From an optimization exercise on the open Yosys and OpenROAD flow, aimed at a short achievable clock period and few clock cycles; shortcuts taken in it are not production practice. RTL that was checked went through simulation tests only; none was proved equivalent to the original. Function not checked in runs 3, 4 and 6: the RTL went through the layout flow alone.

**flow/design.v**
```verilog
	localparam logic [3:0] OP_HALT     = 4'h0;
	localparam logic [3:0] OP_MOV      = 4'h1;
	localparam logic [3:0] OP_MOVNZ    = 4'h2;
	localparam logic [3:0] OP_MOVEZ    = 4'h3;
	localparam logic [3:0] OP_BUS      = 4'h4;
	localparam logic [3:0] OP_MEMR     = 4'h5;
	localparam logic [3:0] OP_SET      = 4'h6;
	localparam logic [3:0] OP_MEMW     = 4'h7;
	localparam logic [3:0] OP_AND      = 4'h8;
	localparam logic [3:0] OP_OR       = 4'h9;
	localparam logic [3:0] OP_XOR      = 4'hA;
	localparam logic [3:0] OP_ADD      = 4'hB;
	localparam logic [3:0] OP_SHFT     = 4'hC;
	localparam logic [3:0] OP_MUL      = 4'hD;
	localparam logic [3:0] OP_GT       = 4'hE;
	localparam logic [3:0] OP_EQ       = 4'hF;
	localparam int NUM_REGS = 16;
	localparam logic [15:0] TRUE_WORD = 16'hFFFF;
`default_nettype none
module execute_unit (
	input  logic        is_and,
	input  logic        is_or,
	input  logic        is_xor,
	input  logic        is_add,
	input  logic        is_shft,
	input  logic        is_gt,
	input  logic        is_eq,
	input  logic        is_mov,      
	input  logic [15:0] a,
	input  logic [15:0] b,
	output logic [15:0] result,
	output logic [127:0] mul_part
);
	localparam logic [3:0] OP_HALT     = 4'h0;
	localparam logic [3:0] OP_MOV      = 4'h1;
	localparam logic [3:0] OP_MOVNZ    = 4'h2;
	localparam logic [3:0] OP_MOVEZ    = 4'h3;
	localparam logic [3:0] OP_BUS      = 4'h4;
	localparam logic [3:0] OP_MEMR     = 4'h5;
	localparam logic [3:0] OP_SET      = 4'h6;
	localparam logic [3:0] OP_MEMW     = 4'h7;
	localparam logic [3:0] OP_AND      = 4'h8;
	localparam logic [3:0] OP_OR       = 4'h9;
	localparam logic [3:0] OP_XOR      = 4'hA;
	localparam logic [3:0] OP_ADD      = 4'hB;
	localparam logic [3:0] OP_SHFT     = 4'hC;
	localparam logic [3:0] OP_MUL      = 4'hD;
	localparam logic [3:0] OP_GT       = 4'hE;
	localparam logic [3:0] OP_EQ       = 4'hF;
	localparam int NUM_REGS = 16;
	localparam logic [15:0] TRUE_WORD = 16'hFFFF;
	always_comb begin
		for (int k = 0; k < 8; k++) begin
			mul_part[16*k +: 16] = ((b[2*k] ? a : 16'd0) + (b[2*k+1] ? {a[14:0], 1'b0} : 16'd0)) << (2 * k);
		end
	end
	logic [15:0] sum;
	logic [15:0] shl;
	logic [15:0] shr;
	logic        shift_left;
	logic        shift_out;
	logic        gt;
	logic        eq;
	assign sum = a + b;
	assign shl = a << b[3:0];
	assign shr = a >> b[3:0];
	assign gt  = a > b;
	assign eq  = a == b;
	assign shift_left = |b[15:8];
	assign shift_out  = |b[7:4];
	assign result = ({16{is_and}} & (a & b))
	              | ({16{is_or}}  & (a | b))
	              | ({16{is_xor}} & (a ^ b))
	              | ({16{is_add}} & sum)
	              | ({16{is_shft && !shift_out && shift_left}} & shl)
	              | ({16{is_shft && !shift_out && !shift_left}} & shr)
	              | ({16{is_gt && gt}})
	              | ({16{is_eq && eq}})
	              | ({16{is_mov}} & a);
endmodule
`default_nettype wire
`default_nettype none
module register_file (
	input  logic        clk,
	input  logic        mem_read_ready_stor_reset,
	input  logic [3:0]  read_a_sel,
	input  logic [3:0]  read_b_sel,
	output logic [15:0] read_a,
	output logic [15:0] read_b,
	input  logic        write_en,
	input  logic [3:0]  write_sel,
	input  logic [15:0] write_data
);
	localparam logic [3:0] OP_HALT     = 4'h0;
	localparam logic [3:0] OP_MOV      = 4'h1;
	localparam logic [3:0] OP_MOVNZ    = 4'h2;
	localparam logic [3:0] OP_MOVEZ    = 4'h3;
	localparam logic [3:0] OP_BUS      = 4'h4;
	localparam logic [3:0] OP_MEMR     = 4'h5;
	localparam logic [3:0] OP_SET      = 4'h6;
	localparam logic [3:0] OP_MEMW     = 4'h7;
	localparam logic [3:0] OP_AND      = 4'h8;
	localparam logic [3:0] OP_OR       = 4'h9;
	localparam logic [3:0] OP_XOR      = 4'hA;
	localparam logic [3:0] OP_ADD      = 4'hB;
	localparam logic [3:0] OP_SHFT     = 4'hC;
	localparam logic [3:0] OP_MUL      = 4'hD;
	localparam logic [3:0] OP_GT       = 4'hE;
	localparam logic [3:0] OP_EQ       = 4'hF;
	localparam int NUM_REGS = 16;
	localparam logic [15:0] TRUE_WORD = 16'hFFFF;
	logic [15:0] regs [NUM_REGS];
	logic [NUM_REGS-1:0] written;
	assign read_a = written[read_a_sel] ? regs[read_a_sel] : '0;
	assign read_b = written[read_b_sel] ? regs[read_b_sel] : '0;
	always_ff @(posedge clk) begin
		if (mem_read_ready_stor_reset) begin
			written <= '0;
		end else if (write_en) begin
			written[write_sel] <= 1'b1;
		end
	end
	always_ff @(posedge clk) begin
		if (write_en) begin
			regs[write_sel] <= write_data;
		end
	end
endmodule
`default_nettype wire
`default_nettype none
module cpu_top (
	input  logic        clk,
	input  logic        mem_read_ready_stor_reset,
	output logic        fetch_req,
	output logic [15:0] fetch_addr,
	input  logic        fetch_ack,
	input  logic [15:0] fetch_data,
	output logic        mem_req,
	output logic        mem_we,
	output logic [15:0] mem_addr,
	output logic [15:0] mem_wdata,
	input  logic        mem_ack,
	input  logic [15:0] mem_rdata,
	output logic        halted
);
	localparam logic [3:0] OP_HALT     = 4'h0;
	localparam logic [3:0] OP_MOV      = 4'h1;
	localparam logic [3:0] OP_MOVNZ    = 4'h2;
	localparam logic [3:0] OP_MOVEZ    = 4'h3;
	localparam logic [3:0] OP_BUS      = 4'h4;
	localparam logic [3:0] OP_MEMR     = 4'h5;
	localparam logic [3:0] OP_SET      = 4'h6;
	localparam logic [3:0] OP_MEMW     = 4'h7;
	localparam logic [3:0] OP_AND      = 4'h8;
	localparam logic [3:0] OP_OR       = 4'h9;
	localparam logic [3:0] OP_XOR      = 4'hA;
	localparam logic [3:0] OP_ADD      = 4'hB;
	localparam logic [3:0] OP_SHFT     = 4'hC;
	localparam logic [3:0] OP_MUL      = 4'hD;
	localparam logic [3:0] OP_GT       = 4'hE;
	localparam logic [3:0] OP_EQ       = 4'hF;
	localparam int NUM_REGS = 16;
	localparam logic [15:0] TRUE_WORD = 16'hFFFF;
	logic rst;
	assign rst = mem_read_ready_stor_reset;
	logic        fetch_ack_q;
	logic        fetch_want;
	logic [15:0] fetch_pc;
	logic        fetch_got;
	logic [15:0] q0, q1;
	logic [1:0]  q_count;
	logic [1:0]  q_count_next;
	logic        q_pop;
	assign fetch_got  = fetch_ack && !fetch_ack_q;
	assign fetch_req  = fetch_want && !fetch_ack;
	assign fetch_addr = fetch_pc;
	always_comb begin
		q_count_next = q_count;
		if (fetch_got && !q_pop) q_count_next = q_count + 2'd1;
		if (!fetch_got && q_pop) q_count_next = q_count - 2'd1;
	end
	always_ff @(posedge clk) begin
		if (rst) begin
			fetch_ack_q <= 1'b0;
			fetch_want <= 1'b1;
			fetch_pc <= '0;
			q_count <= '0;
		end else begin
			fetch_ack_q <= fetch_ack;
			q_count <= q_count_next;
			if (fetch_got) begin
				fetch_pc <= fetch_pc + 16'd1;
			end
			if (!fetch_want || fetch_got) begin
				fetch_want <= (q_count_next != 2'd2);
			end
		end
	end
	always_ff @(posedge clk) begin
		if (fetch_got && (q_count == 2'd0 || (q_count == 2'd1 && q_pop))) begin
			q0 <= fetch_data;
		end else if (q_pop) begin
			q0 <= q1;
		end
		if (fetch_got && ((q_count == 2'd1 && !q_pop) || (q_count == 2'd2 && q_pop))) begin
			q1 <= fetch_data;
		end
	end
	logic        imm_pending;    
	logic [3:0]  imm_to;
	logic        stopped;        
	logic [3:0]  d_op, d_from, d_to, d_cond;
	assign d_op   = q0[3:0];
	assign d_from = q0[7:4];
	assign d_to   = q0[11:8];
	assign d_cond = q0[15:12];
	logic [15:0] rf_a, rf_b;
	logic [15:0] d_a, d_b;
	logic        e_valid;
	logic [3:0]  e_to;
	logic [15:0] e_a, e_b;
	logic        e_mem;          
	logic        e_memw;
	logic        e_mreq;         
	logic        e_mul;          
	logic        e_mul2;         
	logic        e_mul3;         
	logic        e_movnz, e_movez, e_memr;
	logic        e_wen;          
	logic        e_and, e_or, e_xor, e_add, e_shft, e_gt, e_eq, e_mov;
	logic [127:0] mul_part;
	logic [127:0] mul_q;
	logic [31:0] mul_q2;
	logic [15:0] mul_sum;
	logic [15:0] e_result;
	logic        e_done;
	logic        e_free;
	logic        d_noexec;
	logic        e_load;
	logic        w_valid;
	logic [3:0]  w_to;
	logic [15:0] w_data;
	logic        mem_ack_q;
	logic        mem_got;
	logic [15:0] fwd_data;
	logic        fwd_a, fwd_b;
	logic        wb_a, wb_b;
	assign mem_got = mem_ack && !mem_ack_q;
	assign e_done  = e_valid && (e_mem ? mem_got : (!e_mul || e_mul3));
	assign e_free  = !e_valid || e_mul3 || (e_mem && mem_got) ||
		(!e_mem && !e_mul && !(e_to == d_from || e_to == d_cond));
	assign d_noexec = !imm_pending && (d_op == OP_SET || d_op == OP_HALT || d_op == OP_BUS);
	assign q_pop    = (q_count != 2'd0) && !stopped && (e_free || d_noexec);
	assign e_load   = q_pop && !d_noexec;
	assign fwd_data = e_mem ? mem_rdata : mul_sum;
	assign fwd_a = e_valid && (e_mul3 || e_memr) && (e_to == d_from);
	assign fwd_b = e_valid && (e_mul3 || e_memr) && (e_to == d_cond);
	assign wb_a  = w_valid && (w_to == d_from);
	assign wb_b  = w_valid && (w_to == d_cond);
	assign d_a   = fwd_a ? fwd_data : (wb_a ? w_data : rf_a);
	assign d_b   = fwd_b ? fwd_data : (wb_b ? w_data : rf_b);
	always_ff @(posedge clk) begin
		if (rst) begin
			imm_pending <= 1'b0;
			stopped <= 1'b0;
			e_valid <= 1'b0;
			e_mreq <= 1'b0;
			e_mul2 <= 1'b0;
			e_mul3 <= 1'b0;
			mem_ack_q <= 1'b0;
			w_valid <= 1'b0;
		end else begin
			mem_ack_q <= mem_ack;
			e_mul2 <= e_valid && e_mul && !e_mul2 && !e_mul3;
			e_mul3 <= e_mul2;
			w_valid <= e_done && e_wen;
			if (e_done) begin
				e_valid <= 1'b0;
			end
			if (mem_got) begin
				e_mreq <= 1'b0;
			end
			if (q_pop) begin
				if (imm_pending) begin
					imm_pending <= 1'b0;
					e_valid <= 1'b1;
				end else if (d_op == OP_SET) begin
					imm_pending <= 1'b1;
				end else if (d_op == OP_HALT || d_op == OP_BUS) begin
					stopped <= 1'b1;
				end else begin
					e_valid <= 1'b1;
					e_mreq <= (d_op == OP_MEMR) || (d_op == OP_MEMW);
				end
			end
		end
	end
	always_ff @(posedge clk) begin
		if (q_pop && !imm_pending) begin
			imm_to <= d_to;
		end
		if (e_load) begin
			if (imm_pending) begin
				e_to    <= imm_to;
				e_a     <= q0;
				e_mem   <= 1'b0;
				e_memr  <= 1'b0;
				e_memw  <= 1'b0;
				e_mul   <= 1'b0;
				e_movnz <= 1'b0;
				e_movez <= 1'b0;
				e_and   <= 1'b0;
				e_or    <= 1'b0;
				e_xor   <= 1'b0;
				e_add   <= 1'b0;
				e_shft  <= 1'b0;
				e_gt    <= 1'b0;
				e_eq    <= 1'b0;
				e_mov   <= 1'b1;
			end else begin
				e_to    <= d_to;
				e_a     <= d_a;
				e_b     <= d_b;
				e_mem   <= (d_op == OP_MEMR) || (d_op == OP_MEMW);
				e_memr  <= (d_op == OP_MEMR);
				e_memw  <= (d_op == OP_MEMW);
				e_mul   <= (d_op == OP_MUL);
				e_movnz <= (d_op == OP_MOVNZ);
				e_movez <= (d_op == OP_MOVEZ);
				e_and   <= (d_op == OP_AND);
				e_or    <= (d_op == OP_OR);
				e_xor   <= (d_op == OP_XOR);
				e_add   <= (d_op == OP_ADD);
				e_shft  <= (d_op == OP_SHFT);
				e_gt    <= (d_op == OP_GT);
				e_eq    <= (d_op == OP_EQ);
				e_mov   <= (d_op == OP_MOV) || (d_op == OP_MOVNZ) || (d_op == OP_MOVEZ);
			end
		end
	end
	assign e_wen = !e_memw && !(e_movnz && ~|e_b) && !(e_movez && |e_b);
	execute_unit u_execute_unit (
		.is_and    (e_and),
		.is_or     (e_or),
		.is_xor    (e_xor),
		.is_add    (e_add),
		.is_shft   (e_shft),
		.is_gt     (e_gt),
		.is_eq     (e_eq),
		.is_mov    (e_mov),
		.a         (e_a),
		.b         (e_b),
		.result    (e_result),
		.mul_part  (mul_part)
	);
	always_ff @(posedge clk) begin
		mul_q <= mul_part;
		mul_q2[15:0]  <= mul_q[15:0] + mul_q[31:16] + mul_q[47:32] + mul_q[63:48];
		mul_q2[31:16] <= mul_q[79:64] + mul_q[95:80] + mul_q[111:96] + mul_q[127:112];
	end
	assign mul_sum = mul_q2[15:0] + mul_q2[31:16];
	always_ff @(posedge clk) begin
		w_to   <= e_to;
		w_data <= e_mem ? mem_rdata : (e_mul ? mul_sum : e_result);
	end
	assign mem_req   = e_mreq && !mem_ack;
	assign mem_we    = e_memw;
	assign mem_addr  = e_a;
	assign mem_wdata = e_b;
	assign halted = stopped && !e_valid;
	register_file u_register_file (
		.clk                       (clk),
		.mem_read_ready_stor_reset (rst),
		.read_a_sel                (d_from),
		.read_b_sel                (d_cond),
		.read_a                    (rf_a),
		.read_b                    (rf_b),
		.write_en                  (w_valid),
		.write_sel                 (w_to),
		.write_data                (w_data)
	);
endmodule
`default_nettype wire
```
**flow/run.sh**
```bash
#!/bin/bash
# synth_recipe.tcl (not shown) runs the flow's synth.tcl, then flattens the netlist and writes it again
# the make line also repeats each setting of config.mk as NAME=value (left out here)
make -C /OpenROAD-flow-scripts/flow DESIGN_CONFIG=/design/flow/config.mk WORK_HOME=/design/flow/orfs CLKGATE_MAP_FILE= SYNTH_SCRIPT=/design/flow/synth_recipe.tcl finish
```
**flow/config.mk**
```make
export PLATFORM = sky130hd
export DESIGN_NAME = cpu_top
export DESIGN_NICKNAME = cpu_top
export VERILOG_FILES = /design/flow/design.v
export SDC_FILE = /design/flow/constraint.sdc
export NUM_CORES = 4
export LEC_CHECK = 0
export ABC_CLOCK_PERIOD_IN_PS = 3000
export CAP_MARGIN = 20
export CORE_MARGIN = 2
export CORE_UTILIZATION = 55
export SETUP_SLACK_MARGIN = 4.4
export SLEW_MARGIN = 20
```
**flow/constraint.sdc**
```tcl
create_clock -name core_clock -period 7.5 [get_ports {clk}]
set_input_delay 1.5000 -clock core_clock [delete_from_list [all_inputs] [get_ports {clk}]]
set_output_delay 1.5000 -clock core_clock [all_outputs]
set_load 0.01 [all_outputs]
```
==> flow_summary.json, run 1 <==
{
  "status": "timing/DRC/antenna clean",
  "drc_errors": 0,
  "start_util_pct": 55.51,
  "worst_pin_slew_ps": 999.3,
  "tritoncts": "done",
  "syn_to_final_growth_pct": 17.56,
  "synthesis.area_sq_um": 28480,
  "synth.net_count": 2549,
  "synthArstFlopShare_pct": 0,
  "use_met2_pct": 55.05,
  "drt_iter0_markers": 2164,
  "die_h_um": 231.6,
  "start_kind": "input port",
  "setup_tns_ps": 0,
  "use_met1_pct": 42.71,
  "io_buffers": 87,
  "synth_ff_type": "edfxtp_1",
  "relSlewSlack_pct": 33.02,
  "worstSetupEndpointType": "output port",
  "cts.sinks": 510,
  "htreeDepth": 2,
  "grt_pass1_vias": 20460,
  "finalNetCount": 2705,
  "grt_util_all_layers_pct": 33.24,
  "synth_seq_area_share_pct": 47.87,
  "rsz0062_at_grt": "true",
  "yosysWarnings": 3,
  "ys_types": 75,
  "die_w_um": 231.6,
  "grt.overflow.total": 0,
  "coreArea_sq_um": 51300,
  "syn-instance-count": 2334,
  "synth.avg_cell_area_sq_um": 12.20,
  "hold_viol": 0,
  "clk_pin_slew_worst_paths_ps": 60,
  "hold_path.class": "register to register",
  "critPathKind": "input port to output port",
  "cts_buffers": 53,
  "wl_mm": 88.89,
  "num_io_pins": 88,
  "vias": 20590,
  "via_per_inst": 6.399,
  "clock_latency_ps": 630,
  "rows": 83,
  "whs_ps": 325.7,
  "grt_first_pass_wirelength_mm": 131.2,
  "cts_root_buf": "clkbuf_16",
  "worst_ep_required_time_ps": 6000,
  "synth_edf_count": 342,
  "max-cap-violations": 0,
  "fmax_ghz": 0.3034,
  "wl_per_cell_um": 27.63,
  "critPathArrivalTime_ps": 1800,
  "use_met3_pct": 6.385,
  "nFillCells": 3896,
  "top_usage_layer": "met2",
  "period_share_pct": 43.95,
  "post-route-util_pct": 65.26,
  "cts_max_path_buffers": 3,
  "gp_congestion": 0.9695,
  "antenna_found_initial": 2,
  "dp_hpwl_mm": 58.43,
  "path_max_fanout": 2,
  "drive_above_1_share_pct": 22.96,
  "grt_max_degree": 64,
  "design.die.area_sq_um": 53620,
  "final_antenna_net_count": 0,
  "fin_worst_skew_ps": 31.46,
  "period_minus_slack_ps": 3296,
  "ys_seq_elements": 510,
  "dr.pass1.iters": 8,
  "drv_slew": 0,
  "setup_violations": 0
}
worst max-delay path, stage by stage:
cell and delay, ps:
buf_8 100, nor2b_4 100, buf_6 100
final timing paths:
path	cells past startpoint	startpoint	slack, ps	endpoint
worst min-delay path	0	mul_q[72]	330	mul_q2[24]
worst max register to register	9	e_b[5]	4280	w_data[15]
worst min register to register	0	mul_q[72]	330	mul_q2[24]
worst max-delay path	3	mem_ack	4200	mem_req
Yosys cell counts (10+ instances only):
master / count / share of area, %
edfxtp_1: 342 / 36
nor2_1: 260 / 3.4
mux4_2: 180 / 14
dfxtp_1: 168 / 12
nand2_1: 152 / 2.0
ha_1: 145 / 6.4
a21oi_1: 141 / 2.5
inv_1: 99 / 1.3
clkbuf_1: 89 / 1.2
xnor2_1: 83 / 2.6
o21ai_0: 74 / 1.3
xor2_1: 44 / 1.4
mux2_2: 43 / 1.7
fa_1: 34 / 2.4
a211oi_1: 31 / 0.82
nor3_1: 29 / 0.51
buf_2: 26 / 0.46
nand3_1: 26 / 0.46
nand2b_1: 23 / 0.51
o211ai_1: 21 / 0.55
nor2b_1: 20 / 0.44
mux2i_1: 17 / 0.60
a21o_1: 16 / 0.42
and3_1: 14 / 0.31
buf_1: 14 / 0.18
o31ai_1: 14 / 0.37
a221oi_1: 13 / 0.40
or3_1: 13 / 0.29
nor4_1: 12 / 0.26
o21bai_1: 11 / 0.29
clkinv_1: 10 / 0.13
nor3b_1: 10 / 0.26
cell usage in the layout, fill, tap and decap left out, types with 11 or more instances in the layout:
master,instances
nor3_1,23
o211ai_1,21
edfxtp_1,342
nand2_1,152
mux4_2,180
nor2b_1,16
fa_1,32
and3_1,14
inv_1,87
nand3_1,25
or3_1,12
dfxtp_1,159
nor2_1,241
mux2i_1,17
a21oi_1,132
nor2_2,13
o21ai_0,67
clkinv_2,17
nand2b_1,22
xor2_1,43
buf_12,18
a211oi_1,29
clkdlybuf4s50_1,40
a21o_1,16
xnor2_1,80
a221oi_1,13
o21bai_1,11
ha_1,132
buf_4,105
mux2_2,43
dlygate4sd2_1,33
o31ai_1,13
clkbuf_16,55
logic make-up after synthesis:
group                      Yosys count  synth area share, %
xor gates and xnor gates           127                3.906
AOI/OAI and AO/OA                  435                10.07
and+or+nand+nor                    600                9.476
adders and majority gates          181                8.835
muxes                              240                16.53
DFF                                510                47.87
buffers and inverters              241                3.317
per-layer routing:
metal / wire length, um / vias to the layer above
li1: - / 9087
met1: 34080 / 10280
met2: 43150 / 992
met3: 7519 / 226
met4: 4136 / 0
met5: 0 / -
what timing repair did:
action / CTS / global route
cloned: 7 / 2
pin swaps: 11 / 11
setup endpoints to repair: 222 / 77
resized for setup: 159 / 64
hold buffers: 0 / 0
buffers inserted: 63 / 23
state kept, by name, summed over array words and instances, names as in the netlist, 16 cells and up, named ones only:
register                 cells
q0                          16
u_register_file.written     16
e_a                         16
mul_q2                      24
u_register_file.regs       256
w_data                      16
e_b                         16
mul_q                       72
q1                          16
fetch_pc                    16
layout make-up:
class                      instances  area, sq um  area share [%]
antenna                            2        5.005         0.01495
clock buffer                      69         1438           4.294
clock inverter                    31        276.5          0.8259
inverter                         111        471.7           1.409
multi-input combinational       1584        14380           42.94
sequential                       510        13650           40.77
tap                              680        850.8           2.541
timing repair buffer             230         2414           7.209
per-stage QoR:
step | setup WS (ps) | std cells | instance area (sq um)
finish | 4204 | 3217 | 33480
global route | 4191 | 3215 | 33480
CTS | 4201 | 3190 | 32970
detailed placement | 2951 | 3020 | 30180
global placement | 2985 | 3020 | 30180
floorplan | 4173 | 2334 | 28560
Testbench counts, summed over its fixed seeds: cycles 26,648.
==> inputs of run 2 (changes only) <==
--- a/flow/config.mk
+++ b/flow/config.mk
@@ -8,6 +8,6 @@
 export ABC_CLOCK_PERIOD_IN_PS = 3000
 export CAP_MARGIN = 20
 export CORE_MARGIN = 2
-export CORE_UTILIZATION = 55
+export CORE_UTILIZATION = 40
 export SETUP_SLACK_MARGIN = 4.4
 export SLEW_MARGIN = 20
==> flow_summary.json, run 2 <==
{
  "cts_root_buf": "clkbuf_16",
  "antenna_found_initial": 8,
  "synthArstFlopShare_pct": 0,
  "synth.net_count": 2549,
  "setup_tns_ps": 0,
  "synthesis.area_sq_um": 28480,
  "setup_violations": 0,
  "post-route-util_pct": 48.20,
  "r2r_slack_ps": 4370,
  "wl_mm": 90.02,
  "regArea_sq_um": 13650,
  "via_per_inst": 5.927,
  "design.die.area_sq_um": 73350,
  "cts_max_path_buffers": 3,
  "cts-hold-fix-buffers": 0,
  "yosys.area.top_type": "edfxtp_1",
  "rows": 97,
  "synthAdderAreaFrac_pct": 8.835,
  "max-cap-violations": 0,
  "clock_latency_ps": 630,
  "vias": 20700,
  "grt_pass1_vias": 20610,
  "dp_hpwl_mm": 59.46,
  "die_h_um": 270.8,
  "num_io_pins": 88,
  "ys_top_cells_by_count": "edfxtp_1, nor2_1, mux4_2",
  "synth_edf_count": 342,
  "mostFrequentLayoutCells": "edfxtp_1, nor2_1, mux4_2, dfxtp_1, nand2_1",
  "multi_input_area_sq_um": 14420,
  "dp_cells": 3278,
  "clk_pin_slew_worst_paths_ps": 50,
  "top_regs": "u_register_file.regs x256, mul_q x72, mul_q2 x24",
  "cts.sinks": 510,
  "post-place-ws_ps": 2917,
  "synth_most_common_cell": "edfxtp_1",
  "fin_area_sq_um": 33870,
  "period_minus_slack_ps": 3297,
  "die_w_um": 270.8,
  "grt_util_all_layers_pct": 24.14,
  "hold_path.class": "register to register",
  "synth_mux_area_share_pct": 16.53,
  "syn-instance-count": 2334,
  "grt_max_degree": 59,
  "htreeDepth": 2,
  "yosys.area_share.simple_pct": 9.476,
  "start_kind": "input port",
  "drive_above_1_share_pct": 23.19,
  "hold_viol": 0,
  "grt_first_pass_wirelength_mm": 133.1,
  "synth_compound_area_share_pct": 10.07,
  "yosysWarnings": 3,
  "fmax_ghz": 0.3033,
  "drv_slew": 0,
  "worstSetupEndpointType": "output port",
  "placed_cell_area_sq_um": 30490,
  "synth_xor_xnor_area_share_pct": 3.906,
  "critPathKind": "input port to output port",
  "final_antenna_net_count": 0,
  "synth.avg_cell_area_sq_um": 12.20,
  "synth_ff_type": "edfxtp_1",
  "worst_pin_slew_ps": 984.5,
  "period_share_pct": 43.95,
  "setup_ws_ps": 4203,
  "start_util_pct": 40.53,
  "drc_errors": 0,
  "fin_worst_skew_ps": 25.40,
  "cts_buffers": 55,
  "nFillCells": 6191,
  "tritoncts": "done",
  "relSlewSlack_pct": 34.01,
  "rsz0062_at_grt": "true",
  "regMostFlops": "u_register_file.regs",
  "io_buffers": 87,
  "ys_seq_elements": 510,
  "synth_top_area_share_pct": 36.06,
  "coreArea_sq_um": 70270,
  "path_max_fanout": 2,
  "fin_cells": 3493,
  "drt_iter0_markers": 2259,
  "dr.pass1.iters": 8,
  "syn_to_final_growth_pct": 18.93,
  "synth_top_family_by_area": "multiplexers",
  "synth_seq_area_share_pct": 47.87,
  "grt.overflow.total": 0,
  "worst_ep_required_time_ps": 6000,
  "whs_ps": 326.2,
  "gp_congestion": 0.9531,
  "status": "timing/DRC/antenna clean",
  "finalNetCount": 2719,
  "largest_reg_flops": 256,
  "critPathArrivalTime_ps": 1800,
  "synth_area_leaders": "edfxtp_1, mux4_2, dfxtp_1",
  "ys_types": 75,
  "final_common_cell": "edfxtp_1",
  "wl_per_cell_um": 25.77
}
[run 2: cell families (layout without fill, tap and decap cells)]
kind of cell    count (synthesis)  count (layout)
simple gates                  600             602
flops                         510             510
compound gates                435             435
buf+inv                       241             454
mux                           240             240
fa+ha+maj                     181             181
xor+xnor                      127             127
other cells                     0               4
[run 2: path summary, 6_finish.rpt]
kind              depth (start not counted)  startpoint          to
setup reg to reg                         12    mul_q[6]  mul_q2[10]
hold reg to reg                           0    mul_q[0]   mul_q2[0]
setup / recovery                          3   fetch_ack   fetch_req
hold / removal                            0    mul_q[0]   mul_q2[0]
[run 2: worst max-delay path: stages]
cell and delay (ps):
buf_8 100, nor2b_4 90, buf_6 100
[run 2: metal layers]
layer	vias up	track usage (%)	wire length, um
li1	9140	-	-
met1	10390	31.24	35330
met2	955	39.99	43190
met3	207	4.083	7423
met4	10	10.38	4021
met5	-	0	64
[run 2: area by class of cell]
class	instances	area share [%]
sequential	510	40.29
inverter	111	1.370
clock inverter	27	0.7019
clock buffer	75	4.555
tap	940	3.472
antenna	4	0.02955
timing repair buffer	241	7.019
multi-input combinational	1585	42.56
[run 2: repair_timing]
action                     4_1_cts  5_1_grt
cloned                           4        2
setup endpoints to repair      235       56
pin swaps                       11       17
setup buffers                   70       33
gates resized for setup        152       67
==> inputs of run 3 (changes only) <==
--- a/flow/design.v
+++ b/flow/design.v
@@ -163,47 +163,42 @@
 	localparam logic [15:0] TRUE_WORD = 16'hFFFF;
 	logic rst;
 	assign rst = mem_read_ready_stor_reset;
-	logic        fetch_ack_q;
-	logic        fetch_want;
-	logic [15:0] fetch_pc;
-	logic        fetch_got;
-	logic [15:0] q0, q1;
-	logic [1:0]  q_count;
-	logic [1:0]  q_count_next;
-	logic        q_pop;
-	assign fetch_got  = fetch_ack && !fetch_ack_q;
-	assign fetch_req  = fetch_want && !fetch_ack;
+	localparam int QN = 8;           
+	localparam int QW = $clog2(QN + 1);
+	logic          fetch_taken;      
+	logic          fetch_hold;       
+	logic [15:0]   fetch_pc;
+	logic          fetch_got;
+	logic [15:0]   q [QN];           
+	logic [15:0]   q0;
+	logic [QW-1:0] q_count;
+	logic          q_pop;
+	assign fetch_hold = (q_count == QW'(QN)) && !fetch_taken;
+	assign fetch_got  = fetch_ack && !fetch_hold && !fetch_taken;
+	assign fetch_req  = !(fetch_ack && !fetch_hold);
 	assign fetch_addr = fetch_pc;
-	always_comb begin
-		q_count_next = q_count;
-		if (fetch_got && !q_pop) q_count_next = q_count + 2'd1;
-		if (!fetch_got && q_pop) q_count_next = q_count - 2'd1;
-	end
+	assign q0         = q[0];
 	always_ff @(posedge clk) begin
 		if (rst) begin
-			fetch_ack_q <= 1'b0;
-			fetch_want <= 1'b1;
+			fetch_taken <= 1'b0;
 			fetch_pc <= '0;
 			q_count <= '0;
 		end else begin
-			fetch_ack_q <= fetch_ack;
-			q_count <= q_count_next;
+			fetch_taken <= fetch_ack && (fetch_taken || fetch_got);
+			if (fetch_got && !q_pop) q_count <= q_count + 1'b1;
+			if (!fetch_got && q_pop) q_count <= q_count - 1'b1;
 			if (fetch_got) begin
 				fetch_pc <= fetch_pc + 16'd1;
 			end
-			if (!fetch_want || fetch_got) begin
-				fetch_want <= (q_count_next != 2'd2);
-			end
 		end
 	end
 	always_ff @(posedge clk) begin
-		if (fetch_got && (q_count == 2'd0 || (q_count == 2'd1 && q_pop))) begin
-			q0 <= fetch_data;
-		end else if (q_pop) begin
-			q0 <= q1;
-		end
-		if (fetch_got && ((q_count == 2'd1 && !q_pop) || (q_count == 2'd2 && q_pop))) begin
-			q1 <= fetch_data;
+		for (int i = 0; i < QN; i++) begin
+			if (fetch_got && (q_pop ? (q_count == QW'(i + 1)) : (q_count == QW'(i)))) begin
+				q[i] <= fetch_data;
+			end else if (q_pop && i < QN - 1) begin
+				q[i] <= q[(i < QN - 1) ? i + 1 : i];
+			end
 		end
 	end
 	logic        imm_pending;    
@@ -241,6 +236,8 @@
 	logic [3:0]  w_to;
 	logic [15:0] w_data;
 	logic        mem_ack_q;
+	logic        mem_req_q;      
+	logic        d_mem;
 	logic        mem_got;
 	logic [15:0] fwd_data;
 	logic        fwd_a, fwd_b;
@@ -250,8 +247,9 @@
 	assign e_free  = !e_valid || e_mul3 || (e_mem && mem_got) ||
 		(!e_mem && !e_mul && !(e_to == d_from || e_to == d_cond));
 	assign d_noexec = !imm_pending && (d_op == OP_SET || d_op == OP_HALT || d_op == OP_BUS);
-	assign q_pop    = (q_count != 2'd0) && !stopped && (e_free || d_noexec);
+	assign q_pop    = (q_count != '0) && !stopped && (e_free || d_noexec);
 	assign e_load   = q_pop && !d_noexec;
+	assign d_mem    = !imm_pending && (d_op == OP_MEMR || d_op == OP_MEMW);
 	assign fwd_data = e_mem ? mem_rdata : mul_sum;
 	assign fwd_a = e_valid && (e_mul3 || e_memr) && (e_to == d_from);
 	assign fwd_b = e_valid && (e_mul3 || e_memr) && (e_to == d_cond);
@@ -268,9 +266,15 @@
 			e_mul2 <= 1'b0;
 			e_mul3 <= 1'b0;
 			mem_ack_q <= 1'b0;
+			mem_req_q <= 1'b0;
 			w_valid <= 1'b0;
 		end else begin
 			mem_ack_q <= mem_ack;
+			if (mem_req_q) begin
+				mem_req_q <= !mem_ack;
+			end else begin
+				mem_req_q <= !mem_ack && (e_load ? d_mem : (e_mreq && !mem_got));
+			end
 			e_mul2 <= e_valid && e_mul && !e_mul2 && !e_mul3;
 			e_mul3 <= e_mul2;
 			w_valid <= e_done && e_wen;
@@ -363,7 +367,7 @@
 		w_to   <= e_to;
 		w_data <= e_mem ? mem_rdata : (e_mul ? mul_sum : e_result);
 	end
-	assign mem_req   = e_mreq && !mem_ack;
+	assign mem_req   = mem_req_q;
 	assign mem_we    = e_memw;
 	assign mem_addr  = e_a;
 	assign mem_wdata = e_b;
==> flow_summary.json, run 3 <==
{
  "clock_latency_ps": 630,
  "holdPathStages": 0,
  "coreArea_sq_um": 81720,
  "fmax_ghz": 0.3041,
  "num_io_pins": 88,
  "tritoncts": "done",
  "dp_hpwl_mm": 65.25,
  "ys_types": 82,
  "cts-hold-fix-buffers": 0,
  "synth_edf_count": 438,
  "min_to": "mul_q2[0]",
  "gp_congestion": 0.9489,
  "r2r_end": "mul_q2[14]",
  "synth_most_common_cell": "edfxtp_1",
  "finalNetCount": 3008,
  "relSlewSlack_pct": 27.33,
  "worst_pin_slew_ps": 1089,
  "synthesis.area_sq_um": 32920,
  "cts_buffers": 69,
  "hold_path.class": "register to register",
  "drt_iter0_markers": 2282,
  "fin_area_sq_um": 39290,
  "final_antenna_net_count": 0,
  "rows": 105,
  "top_regs": "u_register_file.regs x256, q x128, mul_q x72",
  "ys_seq_elements": 608,
  "grt_max_degree": 62,
  "cts_root_buf": "clkbuf_16",
  "syn_to_final_growth_pct": 19.37,
  "clk_pin_slew_worst_paths_ps": 60,
  "antennaDiodeCount": 0,
  "die_w_um": 290.9,
  "synth_area_leaders": "edfxtp_1, mux4_2, dfxtp_1",
  "period_minus_slack_ps": 3289,
  "htreeDepth": 3,
  "worstSetupEndpointType": "output port",
  "vias": 23100,
  "syn-instance-count": 2613,
  "start_util_pct": 40.28,
  "r2r_start": "mul_q[38]",
  "io_buffers": 87,
  "synth_top_area_share_pct": 39.96,
  "yosysWarnings": 4,
  "synth_ff_type": "edfxtp_1",
  "max-cap-violations": 0,
  "status": "timing/DRC/antenna clean",
  "setup_violations": 0,
  "antenna_found_initial": 4,
  "hold_viol": 0,
  "via_per_inst": 5.897,
  "fin_worst_skew_ps": 23.94,
  "r2r_slack_ps": 4410,
  "reg2reg_depth": 12,
  "setup_tns_ps": 0,
  "drv_slew": 0,
  "path_max_fanout": 2,
  "die_h_um": 290.9,
  "grt_first_pass_wirelength_mm": 148.8,
  "synth_seq_area_share_pct": 50.30,
  "placed_cell_area_sq_um": 35190,
  "critPathKind": "input port to output port",
  "design.die.area_sq_um": 84600,
  "wl_per_cell_um": 25.71,
  "grt_util_all_layers_pct": 23.35,
  "critPathArrivalTime_ps": 1790,
  "mostFrequentLayoutCells": "edfxtp_1, nor2_1, mux4_2, nand2_1, dfxtp_1",
  "start_kind": "input port",
  "wl_mm": 100.7,
  "drive_above_1_share_pct": 24.90,
  "cts_max_path_buffers": 3,
  "grt_pass1_vias": 23250,
  "dr.pass1.iters": 7,
  "hp-start": "mul_q[0]",
  "regMostFlops": "u_register_file.regs",
  "yosys.area.top_type": "edfxtp_1",
  "ys_top_cells_by_count": "edfxtp_1, nor2_1, mux4_2, nand2_1, dfxtp_1",
  "period_share_pct": 43.85,
  "synth.avg_cell_area_sq_um": 12.60,
  "drc_errors": 0,
  "synthArstFlopShare_pct": 0,
  "cts.sinks": 608,
  "grt.overflow.total": 0,
  "synth.net_count": 2830,
  "worst_ep_required_time_ps": 6000,
  "largest_reg_flops": 256,
  "final_common_cell": "edfxtp_1",
  "rsz0062_at_grt": "true"
}
==> run 3: cell types whose count changed after synthesis, sizes merged, moves of 10 or more <==
cell    before  now
mux2        43  117
nand2      152  171
nor2       260  278
o211ai      21   11
edfxtp     342  438
o21ai       75  104
nand3       26   39
inv        101  111
mux2i       17   32
==> run 3: per-stage QoR <==
step	cells	hold slack [ps]	util [%]	setup WS (ps)
floorplan	2613	309.6	-	4141
global placement	3679	312.6	43.05	2799
detailed placement	3681	312.8	43.07	2696
CTS	3898	326.2	47.56	4211
global route	3917	334.8	48.08	4192
finish	3917	327.9	48.08	4211
==> run 3: logic make-up after synthesis <==
group / synth area share, %
compound gates: 9.100
xor+xnor: 3.299
fa+ha+maj: 7.656
buf+inv: 3.261
flops: 50.30
mux: 17.21
simple gates: 9.176
==> run 3: worst max-delay path: stages <==
cell	delay [ps]
buf_8	100
o21ai_2	50
buf_2	140
==> run 3: worst max path at each step <==
| stage | slack [ps] | to | from | cells past startpoint |
|---|---|---|---|---|
| after floorplan | 4140 | q[2][10] | mem_ack | 9 |
| after global placement | 2800 | q[5][4] | mem_ack | 8 |
| after detailed placement | 2700 | q[6][15] | mem_ack | 8 |
| after CTS | 4210 | fetch_req | fetch_ack | 3 |
| after global routing | 4190 | fetch_req | fetch_ack | 3 |
| final | 4210 | fetch_req | fetch_ack | 3 |
==> run 3: area by class of cell <==
type | instances | area, sq um
fill | 7127 | 42430
sequential | 608 | 16570
multi-input combinational | 1744 | 15920
timing repair buffer | 247 | 2601
clock buffer | 81 | 1783
tap | 1070 | 1339
clock inverter | 46 | 561.8
inverter | 120 | 505.5
timing repair inverter | 1 | 7.507
==> run 3: routing by layer <==
layer  global-route usage [%]  wire length, um
met5                        0               25
met4                    8.315             3832
met3                    4.451             7829
met2                    38.62            48200
met1                    30.71            40810
==> run 3: timing repair <==
item,in CTS,in global routing
endpoints found under the setup margin,409,104
gates cloned,9,1
pin swaps,25,31
resized for setup,144,66
setup buffers,81,18
==> inputs of run 4 (changes only) <==
--- a/flow/design.v
+++ b/flow/design.v
@@ -165,26 +165,24 @@
 	assign rst = mem_read_ready_stor_reset;
 	localparam int QN = 8;           
 	localparam int QW = $clog2(QN + 1);
-	logic          fetch_taken;      
-	logic          fetch_hold;       
+	logic          fetch_ack_q;
 	logic [15:0]   fetch_pc;
 	logic          fetch_got;
 	logic [15:0]   q [QN];           
 	logic [15:0]   q0;
 	logic [QW-1:0] q_count;
 	logic          q_pop;
-	assign fetch_hold = (q_count == QW'(QN)) && !fetch_taken;
-	assign fetch_got  = fetch_ack && !fetch_hold && !fetch_taken;
-	assign fetch_req  = !(fetch_ack && !fetch_hold);
+	assign fetch_got  = fetch_ack && !fetch_ack_q && (q_count != QW'(QN));
+	assign fetch_req  = !fetch_ack;
 	assign fetch_addr = fetch_pc;
 	assign q0         = q[0];
 	always_ff @(posedge clk) begin
 		if (rst) begin
-			fetch_taken <= 1'b0;
+			fetch_ack_q <= 1'b0;
 			fetch_pc <= '0;
 			q_count <= '0;
 		end else begin
-			fetch_taken <= fetch_ack && (fetch_taken || fetch_got);
+			fetch_ack_q <= fetch_ack;
 			if (fetch_got && !q_pop) q_count <= q_count + 1'b1;
 			if (!fetch_got && q_pop) q_count <= q_count - 1'b1;
 			if (fetch_got) begin
==> flow_summary.json, run 4 <==
{
  "status": "timing/DRC/antenna clean",
  "htreeDepth": 3,
  "clock_latency_ps": 620,
  "num_io_pins": 88,
  "clk_pin_slew_worst_paths_ps": 50,
  "fin_cells": 3882,
  "grt_util_all_layers_pct": 23.36,
  "drc_errors": 0,
  "worst_pin_slew_ps": 1031,
  "die_w_um": 290.3,
  "synth_top_area_share_pct": 40.11,
  "yosysWarnings": 4,
  "cts_buffers": 68,
  "fmax_ghz": 0.3097,
  "hold_viol": 0,
  "io_buffers": 87,
  "ys_seq_elements": 608,
  "synthArstFlopShare_pct": 0,
  "synth_area_leaders": "edfxtp_1, mux4_2, dfxtp_1",
  "hold_path.class": "register to register",
  "worstSetupEndpointType": "output port",
  "synth_edf_count": 438,
  "setup_ws_ps": 4271,
  "synth.avg_cell_area_sq_um": 12.80,
  "post-route-util_pct": 48.39,
  "ys_types": 83,
  "syn_to_final_growth_pct": 19.25,
  "drv_slew": 0,
  "wl_mm": 100.8,
  "fin_worst_skew_ps": 33.45,
  "mostFrequentLayoutCells": "edfxtp_1, nor2_1, mux4_2, dfxtp_1, nand2_1",
  "coreArea_sq_um": 80810,
  "critPathArrivalTime_ps": 1730,
  "synth_seq_area_share_pct": 50.49,
  "synthesis.area_sq_um": 32790,
  "cts-hold-fix-buffers": 0,
  "design.die.area_sq_um": 84280,
  "via_per_inst": 5.958,
  "top_usage_layer": "met2",
  "regMostFlops": "u_register_file.regs",
  "grt_first_pass_wirelength_mm": 148.5,
  "ys_top_cells_by_count": "edfxtp_1, nor2_1, mux4_2",
  "die_h_um": 290.3,
  "drive_above_1_share_pct": 25.89,
  "synth.net_count": 2779,
  "wl_per_cell_um": 25.96,
  "period_share_pct": 43.05,
  "largest_reg_flops": 256,
  "max-cap-violations": 0,
  "setup_violations": 0,
  "gp_congestion": 0.9478,
  "top_regs": "u_register_file.regs x256, q x128, mul_q x72",
  "synth_most_common_cell": "edfxtp_1",
  "use_met1_pct": 29.79,
  "relSlewSlack_pct": 31.28,
  "rows": 104,
  "setup_tns_ps": 0,
  "path_max_fanout": 2,
  "rsz0062_at_grt": "true",
  "syn-instance-count": 2562,
  "cts_max_path_buffers": 3,
  "final_antenna_net_count": 0,
  "tritoncts": "done",
  "cts_root_buf": "clkbuf_16",
  "start_kind": "input port",
  "use_met3_pct": 4.504,
  "start_util_pct": 40.58,
  "dp_cells": 3613,
  "finalNetCount": 2989,
  "yosys.area.top_type": "edfxtp_1",
  "worst_ep_required_time_ps": 6000,
  "dr.pass1.iters": 6,
  "period_minus_slack_ps": 3229,
  "synth_ff_type": "edfxtp_1",
  "cts.sinks": 608,
  "dp_hpwl_mm": 65.00,
  "grt_pass1_vias": 23210,
  "critPathKind": "input port to output port",
  "antenna_found_initial": 3,
  "post-place-ws_ps": 2983,
  "grt_max_degree": 59,
  "final_common_cell": "edfxtp_1",
  "drt_iter0_markers": 2480,
  "use_met2_pct": 39.00,
  "grt.overflow.total": 0,
  "nFillCells": 7029,
  "vias": 23130
}
## run 4: cell type report
| cell class | count | area [sq um] | area share (%) |
|---|---|---|---|
| clock buffer | 90 | 1836 | 4.694 |
| inverter | 117 | 505.5 | 1.293 |
| timing repair buffer | 278 | 2700 | 6.905 |
| antenna | 2 | 5.005 | 0.01280 |
| multi-input combinational | 1699 | 15920 | 40.70 |
| tap | 1060 | 1326 | 3.392 |
| sequential | 608 | 16570 | 42.38 |
| clock inverter | 28 | 241.5 | 0.6176 |
## run 4: metrics by stage
stage / instance area [sq um] / hold WS, ps
floorplan: 33200 / 309.6
global placement: 35110 / 311.8
detailed placement: 35110 / 314.3
CTS: 38390 / 327.0
global route: 39100 / 343.1
finish: 39100 / 324.7
## run 4: critical path, cell delays in order
cell   delay (ps)
buf_6         100
inv_4          40
buf_6          90
## run 4: timing repair
item / 4_1_cts / 5_1_grt
endpoints found under the setup margin: 410 / 204
pin swaps: 15 / 20
gates cloned: 3 / 6
gates resized for setup: 133 / 61
setup buffers: 97 / 42
hold endpoints to repair: 0 / 0
## run 4: per-layer routing
layer / vias up / wire length [um]
li1: 10090 / -
met4: 4 / 4683
met1: 11650 / 39630
met5: - / 27
met2: 1094 / 48610
met3: 289 / 7831
## run 4: final timing paths
| check | slack (ps) | to | from | depth (start not counted) |
|---|---|---|---|---|
| worst min-delay path | 320 | mul_q2[25] | mul_q[73] | 0 |
| worst max register to register | 4320 | w_data[11] | e_b[3] | 12 |
| worst min register to register | 320 | mul_q2[25] | mul_q[73] | 0 |
| worst max-delay path | 4270 | fetch_req | fetch_ack | 3 |
## run 4: kinds of logic (layout without fill, tap and decap cells)
family	after synthesis	count (layout)	share of synthesized area, %
buffers and inverters	257	513	3.159
flip-flops	608	608	50.49
AND/OR/NAND/NOR	601	601	8.257
multiplexers	360	360	18.23
AO/OA/AOI/OAI	429	431	8.811
XOR/XNOR	126	126	3.366
adder cells (fa/ha/maj)	181	181	7.685
other	0	2	0
==> inputs of run 5 (changes only) <==
--- a/flow/design.v
+++ b/flow/design.v
@@ -164,7 +164,7 @@
 	logic rst;
 	assign rst = mem_read_ready_stor_reset;
 	localparam int QN = 8;           
-	localparam int QW = $clog2(QN + 1);
+	localparam int QW = 4;           
 	logic          fetch_ack_q;
 	logic [15:0]   fetch_pc;
 	logic          fetch_got;
==> flow_summary.json, run 5 <==
{
  "vias": 23130,
  "final_common_cell": "edfxtp_1",
  "dr.pass1.iters": 6,
  "hold_viol": 0,
  "regMostFlops": "u_register_file.regs",
  "synth_edf_count": 438,
  "critPathArrivalTime_ps": 1730,
  "synthesis.area_sq_um": 32790,
  "grt_max_degree": 59,
  "synth_seq_area_share_pct": 50.49,
  "num_io_pins": 88,
  "synthArstFlopShare_pct": 0,
  "synth_ff_type": "edfxtp_1",
  "finalNetCount": 2989,
  "grt_first_pass_wirelength_mm": 148.5,
  "die_w_um": 290.3,
  "yosysWarnings": 4,
  "max-cap-violations": 0,
  "die_h_um": 290.3,
  "grt_util_all_layers_pct": 23.36,
  "ys_top_cells_by_count": "edfxtp_1, nor2_1, mux4_2",
  "period_share_pct": 43.05,
  "worst_pin_slew_ps": 1031,
  "drt_iter0_markers": 2480,
  "dp_hpwl_mm": 65.00,
  "drc_errors": 0,
  "nFillCells": 7029,
  "clock_latency_ps": 620,
  "wl_per_cell_um": 25.96,
  "gp_congestion": 0.9478,
  "regArea_sq_um": 16570,
  "start_kind": "input port",
  "mostFrequentLayoutCells": "edfxtp_1, nor2_1, mux4_2, dfxtp_1, nand2_1",
  "synth.avg_cell_area_sq_um": 12.80,
  "largest_reg_flops": 256,
  "coreArea_sq_um": 80810,
  "synth_most_common_cell": "edfxtp_1",
  "syn_to_final_growth_pct": 19.25,
  "worstSetupEndpointType": "output port",
  "io_buffers": 87,
  "design.die.area_sq_um": 84280,
  "post-place-ws_ps": 2983,
  "drv_slew": 0,
  "cts_root_buf": "clkbuf_16",
  "tritoncts": "done",
  "rsz0062_at_grt": "true",
  "cts_max_path_buffers": 3,
  "top_regs": "u_register_file.regs x256, q x128, mul_q x72",
  "multi_input_area_sq_um": 15920,
  "antenna_found_initial": 3,
  "synth_top_area_share_pct": 40.11,
  "grt_pass1_vias": 23210,
  "period_minus_slack_ps": 3229,
  "critPathKind": "input port to output port",
  "start_util_pct": 40.58,
  "status": "timing/DRC/antenna clean",
  "rows": 104,
  "synth_area_leaders": "edfxtp_1, mux4_2, dfxtp_1",
  "worst_ep_required_time_ps": 6000,
  "setup_violations": 0,
  "hold_path.class": "register to register",
  "clk_pin_slew_worst_paths_ps": 50,
  "fmax_ghz": 0.3097,
  "setup_ws_ps": 4271,
  "wl_mm": 100.8,
  "drive_above_1_share_pct": 25.89,
  "cts.sinks": 608,
  "grt.overflow.total": 0,
  "relSlewSlack_pct": 31.28,
  "path_max_fanout": 2,
  "fin_worst_skew_ps": 33.45,
  "ys_seq_elements": 608,
  "synth.net_count": 2779,
  "syn-instance-count": 2562,
  "ys_types": 83,
  "setup_tns_ps": 0,
  "final_antenna_net_count": 0,
  "cts_buffers": 68,
  "via_per_inst": 5.958,
  "htreeDepth": 3,
  "yosys.area.top_type": "edfxtp_1"
}
run 5: cell counts in the layout (fill, tap and decap cells not counted):
No cell type changed its count.
run 5: routing by layer:
metal	wire length, um	global-route usage, %	vias to the layer above
li1	-	-	10090
met3	7831	4.504	289
met5	27	0	-
met4	4683	9.782	4
met2	48610	39.00	1094
met1	39630	29.79	11650
run 5: what timing repair did:
item | 4_1_cts | 5_1_grt
setup buffers | 97 | 42
resized for setup | 133 | 61
hold buffers | 0 | 0
gates cloned | 3 | 6
pin swaps | 15 | 20
setup endpoints to repair | 410 | 204
run 5: worst max-delay path: stages:
cell and delay (ps):
buf_6 100, inv_4 40, buf_6 90
run 5: area by class of cell:
| cell class | count | area share, % |
|---|---|---|
| Inverter | 117 | 1.293 |
| Timing Repair Buffer | 278 | 6.905 |
| Sequential cell | 608 | 42.38 |
| Antenna cell | 2 | 0.01280 |
| Clock buffer | 90 | 4.694 |
| Tap cell | 1060 | 3.392 |
| Clock inverter | 28 | 0.6176 |
| Multi-Input combinational cell | 1699 | 40.70 |
run 5: through the flow:
step	util, %	std cells	hold slack [ps]	area [sq um]
2_1_floorplan	-	2562	309.6	33200
3_3_place_gp	43.46	3613	311.8	35110
3_5_place_dp	43.46	3613	314.3	35110
4_1_cts	47.51	3831	327.0	38390
5_1_grt	48.38	3880	343.1	39100
6_report	48.39	3882	324.7	39100
run 5: kinds of logic after synthesis:
logic type	Yosys count	share of synthesized area, %
XOR/XNOR	126	3.366
AO/OA/AOI/OAI	429	8.811
flip-flops	608	50.49
buffers and inverters	257	3.159
adder cells (fa/ha/maj)	181	7.685
AND/OR/NAND/NOR	601	8.257
multiplexers	360	18.23
run 5: path summary, 6_finish.rpt:
kind / slack [ps] / from / end / depth (start not counted)
worst max-delay path: 4270 / fetch_ack / fetch_req / 3
worst min-delay path: 320 / mul_q[73] / mul_q2[25] / 0
worst min register to register: 320 / mul_q[73] / mul_q2[25] / 0
worst max register to register: 4320 / e_b[3] / w_data[11] / 12
Testbench counts of run 5, summed over its fixed seeds: cycles 26,628.
==> inputs of run 6 (changes only) <==
--- a/flow/design.v
+++ b/flow/design.v
@@ -28,6 +28,8 @@
 	input  logic        is_mov,      
 	input  logic [15:0] a,
 	input  logic [15:0] b,
+	input  logic [15:0] mul_a,
+	input  logic [15:0] mul_b,
 	output logic [15:0] result,
 	output logic [127:0] mul_part
 );
@@ -51,7 +53,8 @@
 	localparam logic [15:0] TRUE_WORD = 16'hFFFF;
 	always_comb begin
 		for (int k = 0; k < 8; k++) begin
-			mul_part[16*k +: 16] = ((b[2*k] ? a : 16'd0) + (b[2*k+1] ? {a[14:0], 1'b0} : 16'd0)) << (2 * k);
+			mul_part[16*k +: 16] = ((mul_b[2*k] ? mul_a : 16'd0) +
+				(mul_b[2*k+1] ? {mul_a[14:0], 1'b0} : 16'd0)) << (2 * k);
 		end
 	end
 	logic [15:0] sum;
@@ -218,12 +221,15 @@
 	logic        e_mul;          
 	logic        e_mul2;         
 	logic        e_mul3;         
+	logic        e_mul4;         
+	logic [15:0] m_a, m_b;       
 	logic        e_movnz, e_movez, e_memr;
 	logic        e_wen;          
 	logic        e_and, e_or, e_xor, e_add, e_shft, e_gt, e_eq, e_mov;
 	logic [127:0] mul_part;
 	logic [127:0] mul_q;
-	logic [31:0] mul_q2;
+	logic [63:0] mul_q2;
+	logic [31:0] mul_q3;
 	logic [15:0] mul_sum;
 	logic [15:0] e_result;
 	logic        e_done;
@@ -233,6 +239,9 @@
 	logic        w_valid;
 	logic [3:0]  w_to;
 	logic [15:0] w_data;
+	logic [15:0] w_alu;          
+	logic [15:0] w_other;        
+	logic        w_is_alu;
 	logic        mem_ack_q;
 	logic        mem_req_q;      
 	logic        d_mem;
@@ -241,16 +250,16 @@
 	logic        fwd_a, fwd_b;
 	logic        wb_a, wb_b;
 	assign mem_got = mem_ack && !mem_ack_q;
-	assign e_done  = e_valid && (e_mem ? mem_got : (!e_mul || e_mul3));
-	assign e_free  = !e_valid || e_mul3 || (e_mem && mem_got) ||
+	assign e_done  = e_valid && (e_mem ? mem_got : (!e_mul || e_mul4));
+	assign e_free  = !e_valid || e_mul4 || (e_mem && mem_got) ||
 		(!e_mem && !e_mul && !(e_to == d_from || e_to == d_cond));
 	assign d_noexec = !imm_pending && (d_op == OP_SET || d_op == OP_HALT || d_op == OP_BUS);
 	assign q_pop    = (q_count != '0) && !stopped && (e_free || d_noexec);
 	assign e_load   = q_pop && !d_noexec;
 	assign d_mem    = !imm_pending && (d_op == OP_MEMR || d_op == OP_MEMW);
 	assign fwd_data = e_mem ? mem_rdata : mul_sum;
-	assign fwd_a = e_valid && (e_mul3 || e_memr) && (e_to == d_from);
-	assign fwd_b = e_valid && (e_mul3 || e_memr) && (e_to == d_cond);
+	assign fwd_a = e_valid && (e_mul4 || e_memr) && (e_to == d_from);
+	assign fwd_b = e_valid && (e_mul4 || e_memr) && (e_to == d_cond);
 	assign wb_a  = w_valid && (w_to == d_from);
 	assign wb_b  = w_valid && (w_to == d_cond);
 	assign d_a   = fwd_a ? fwd_data : (wb_a ? w_data : rf_a);
@@ -263,6 +272,7 @@
 			e_mreq <= 1'b0;
 			e_mul2 <= 1'b0;
 			e_mul3 <= 1'b0;
+			e_mul4 <= 1'b0;
 			mem_ack_q <= 1'b0;
 			mem_req_q <= 1'b0;
 			w_valid <= 1'b0;
@@ -273,8 +283,9 @@
 			end else begin
 				mem_req_q <= !mem_ack && (e_load ? d_mem : (e_mreq && !mem_got));
 			end
-			e_mul2 <= e_valid && e_mul && !e_mul2 && !e_mul3;
+			e_mul2 <= e_valid && e_mul && !e_mul2 && !e_mul3 && !e_mul4;
 			e_mul3 <= e_mul2;
+			e_mul4 <= e_mul3;
 			w_valid <= e_done && e_wen;
 			if (e_done) begin
 				e_valid <= 1'b0;
@@ -323,6 +334,10 @@
 				e_to    <= d_to;
 				e_a     <= d_a;
 				e_b     <= d_b;
+				if (d_op == OP_MUL) begin
+					m_a <= d_a;
+					m_b <= d_b;
+				end
 				e_mem   <= (d_op == OP_MEMR) || (d_op == OP_MEMW);
 				e_memr  <= (d_op == OP_MEMR);
 				e_memw  <= (d_op == OP_MEMW);
@@ -352,19 +367,28 @@
 		.is_mov    (e_mov),
 		.a         (e_a),
 		.b         (e_b),
+		.mul_a     (m_a),
+		.mul_b     (m_b),
 		.result    (e_result),
 		.mul_part  (mul_part)
 	);
 	always_ff @(posedge clk) begin
 		mul_q <= mul_part;
-		mul_q2[15:0]  <= mul_q[15:0] + mul_q[31:16] + mul_q[47:32] + mul_q[63:48];
-		mul_q2[31:16] <= mul_q[79:64] + mul_q[95:80] + mul_q[111:96] + mul_q[127:112];
+		for (int k = 0; k < 4; k++) begin
+			mul_q2[16*k +: 16] <= mul_q[32*k +: 16] + mul_q[32*k+16 +: 16];
+		end
+		for (int k = 0; k < 2; k++) begin
+			mul_q3[16*k +: 16] <= mul_q2[32*k +: 16] + mul_q2[32*k+16 +: 16];
+		end
 	end
-	assign mul_sum = mul_q2[15:0] + mul_q2[31:16];
+	assign mul_sum = mul_q3[15:0] + mul_q3[31:16];
 	always_ff @(posedge clk) begin
 		w_to   <= e_to;
-		w_data <= e_mem ? mem_rdata : (e_mul ? mul_sum : e_result);
+		w_alu    <= e_result;
+		w_other  <= e_mem ? mem_rdata : mul_sum;
+		w_is_alu <= !(e_mem || e_mul);
 	end
+	assign w_data = w_is_alu ? w_alu : w_other;
 	assign mem_req   = mem_req_q;
 	assign mem_we    = e_memw;
 	assign mem_addr  = e_a;
==> flow_summary.json, run 6 <==
{
  "multi_input_area_sq_um": 16290,
  "synth_xor_xnor_area_share_pct": 3.429,
  "status": "timing/DRC/antenna clean",
  "fin_worst_skew_ps": 26.06,
  "io_buffers": 87,
  "yosys.area.top_type": "edfxtp_1",
  "synth_compound_area_share_pct": 8.235,
  "vias": 23950,
  "design.die.area_sq_um": 91620,
  "fin_cells": 4211,
  "synth_ff_type": "edfxtp_1",
  "clock_latency_ps": 640,
  "die_w_um": 302.7,
  "grt.overflow.total": 0,
  "fmax_ghz": 0.3054,
  "yosysWarnings": 4,
  "synth.avg_cell_area_sq_um": 12.83,
  "start_kind": "input port",
  "reg2reg_depth": 11,
  "synth_edf_count": 470,
  "clk_pin_slew_worst_paths_ps": 60,
  "synth_top_family_by_area": "multiplexers",
  "htreeDepth": 3,
  "relSlewSlack_pct": 30.55,
  "period_share_pct": 43.66,
  "synthAdderAreaFrac_pct": 6.535,
  "grt_pass1_vias": 24420,
  "setup_tns_ps": 0,
  "critPathArrivalTime_ps": 3840,
  "start_util_pct": 40.38,
  "num_io_pins": 88,
  "drive_above_1_share_pct": 22.08,
  "regArea_sq_um": 18700,
  "worst_pin_slew_ps": 1039,
  "rows": 109,
  "grt_max_degree": 47,
  "die_h_um": 302.7,
  "drv_slew": 0,
  "setup_violations": 0,
  "top_regs": "u_register_file.regs x256, q x128, mul_q x72",
  "worstSetupEndpointType": "register",
  "regMostFlops": "u_register_file.regs",
  "grt_first_pass_wirelength_mm": 151.5,
  "whs_ps": 310.2,
  "cts_buffers": 78,
  "r2r_start": "e_a[9]",
  "cts_max_path_buffers": 3,
  "holdPathStages": 0,
  "synth_most_common_cell": "edfxtp_1",
  "rsz0062_at_grt": "true",
  "drc_errors": 0,
  "ys_seq_elements": 698,
  "yosys.area_share.simple_pct": 9.543,
  "gp_congestion": 0.8896,
  "synth.net_count": 2996,
  "mostFrequentLayoutCells": "edfxtp_1, dfxtp_1, ha_1, mux4_2, nand2_1",
  "synthesis.area_sq_um": 35690,
  "dp_hpwl_mm": 66.72,
  "nFillCells": 7745,
  "synth_area_leaders": "edfxtp_1, dfxtp_1, mux4_2",
  "final_antenna_net_count": 0,
  "dp_cells": 3948,
  "period_minus_slack_ps": 3274,
  "wl_per_cell_um": 23.89,
  "worst_ep_required_time_ps": 8070,
  "grt_util_all_layers_pct": 21.93,
  "ys_top_cells_by_count": "edfxtp_1, dfxtp_1, ha_1",
  "coreArea_sq_um": 88370,
  "finalNetCount": 3192,
  "dr.pass1.iters": 7,
  "tritoncts": "done",
  "r2r_slack_ps": 4450,
  "synth_top_area_share_pct": 39.55,
  "max-cap-violations": 0,
  "drt_iter0_markers": 2080,
  "hold_viol": 0,
  "ys_types": 75,
  "min_to": "mul_q2[1]",
  "hp-start": "mul_q[1]",
  "r2r_end": "w_alu[3]",
  "largest_reg_flops": 256,
  "syn_to_final_growth_pct": 17.59,
  "final_common_cell": "edfxtp_1",
  "syn-instance-count": 2782,
  "synth_seq_area_share_pct": 52.34,
  "antenna_found_initial": 6,
  "critPathKind": "input port to register",
  "wl_mm": 100.6,
  "path_max_fanout": 2,
  "cts_root_buf": "clkbuf_16",
  "via_per_inst": 5.688,
  "cts.sinks": 698,
  "post-route-util_pct": 47.48,
  "hold_path.class": "register to register",
  "synth_mux_area_share_pct": 16.73,
  "synthArstFlopShare_pct": 0
}
## run 6: layer usage
| metal | up-vias | GRT usage [%] | wire length [um] |
|---|---|---|---|
| li1 | 10840 | - | - |
| met1 | 11960 | 29.25 | 42320 |
| met2 | 920 | 34.88 | 46310 |
| met3 | 231 | 4.189 | 7382 |
| met4 | 4 | 9.805 | 4559 |
| met5 | - | 0 | 28 |
## run 6: kinds of logic (layout without fill, tap and decap cells)
kind of cell,count (synthesis),in the layout
flops,698,698
simple gates,679,679
compound gates,446,447
mux,375,375
buf+inv,268,529
fa+ha+maj,178,178
xor+xnor,138,138
other cells,0,2
## run 6: timing repair
item	CTS	global route
pin swaps	7	6
gates resized for setup	94	41
hold buffers	0	0
endpoints found under the setup margin	425	221
gates cloned	5	1
buffers inserted	91	17
## run 6: worst max-delay path by stage
stage	start	to	slack, ps	depth (start not counted)
floorplan	mem_ack	q_count[3]	4150	11
global placement	mem_ack	q[4][4]	3410	8
detailed placement	mem_ack	q[6][0]	3360	8
CTS	fetch_ack	fetch_req	4130	3
global route	fetch_ack	fetch_ack_q	4180	21
finish	fetch_ack	fetch_ack_q	4230	21
## run 6: layout make-up
class	count	area share [%]
flip-flops and latches	698	44.57
clock buffers	98	4.926
diodes	2	0.01193
repair buffers	248	5.832
inverters	135	1.246
well taps	1165	3.474
multi-input cells	1817	38.81
clock inverters	48	1.130
## run 6: through the flow
stage / worst slack, ps / cell area [sq um]
final: 4226 / 41960
after CTS: 4133 / 41550
after detailed placement: 3357 / 37920
after global placement: 3407 / 37920
after floorplan: 4153 / 35830
after global routing: 4185 / 41960
## run 6: worst max-delay path, stage by stage
cell and delay (ps):
buf_8 80, inv_4 30, buf_4 120, buf_4 120, buf_4 120, buf_4 120, buf_4 120, buf_4 120
buf_4 120, buf_4 120, buf_4 120, buf_4 120, buf_4 120, buf_4 120, buf_4 120, buf_4 120
buf_4 120, buf_4 120, buf_4 120, buf_4 120, nor2_1 80

what the ideal ports hide:
Ports are ideal in the flow. The routed layouts listed here were re-timed in OpenROAD.
Step 1 (the two cells are an assumption about what drives the block):
set clk [get_ports {clk}]
set_driving_cell -lib_cell sky130_fd_sc_hd__clkbuf_16 $clk
set_driving_cell -lib_cell sky130_fd_sc_hd__buf_2 [delete_from_list [all_inputs] $clk]
Step 2 moves the port delays by t, midway between the first and last clock arrival at a register: inputs arrive t later, outputs are due t later. That takes back most of the time a late clock gives input paths.
Three values: ideal, step 1, step 2; two values: the first two.
| run | t (ns) | slack for setup (ns) | worst setup path at the end | latest minus earliest clock arrival (ns) | cell pins on the clock port's net |
|---|---|---|---|---|---|
| run 1 | 0.678 | 4.204 / 4.164 / 3.946 | input to register | 0.036 / 0.036 | 1 |
| run 2 | 0.682 | 4.203 / 4.159 / 3.866 | input to register | 0.026 / 0.026 | 1 |
| run 3 | 0.683 | 4.211 / 4.165 / 3.801 | input to register | 0.025 / 0.025 | 1 |
| run 4 | 0.674 | 4.271 / 4.237 / 3.828 | input to register | 0.035 / 0.036 | 1 |
| run 5 | 0.674 | 4.271 / 4.237 / 3.828 | input to register | 0.035 / 0.036 | 1 |
| run 6 | 0.684 | 4.226 / 4.204 / 3.532 | input to register | 0.027 / 0.027 | 1 |
After both steps every run listed still meets setup and hold. For run 6, which loses most, drivers alone change the setup slack by -0.022 ns; drivers and shift together by -0.694 ns.
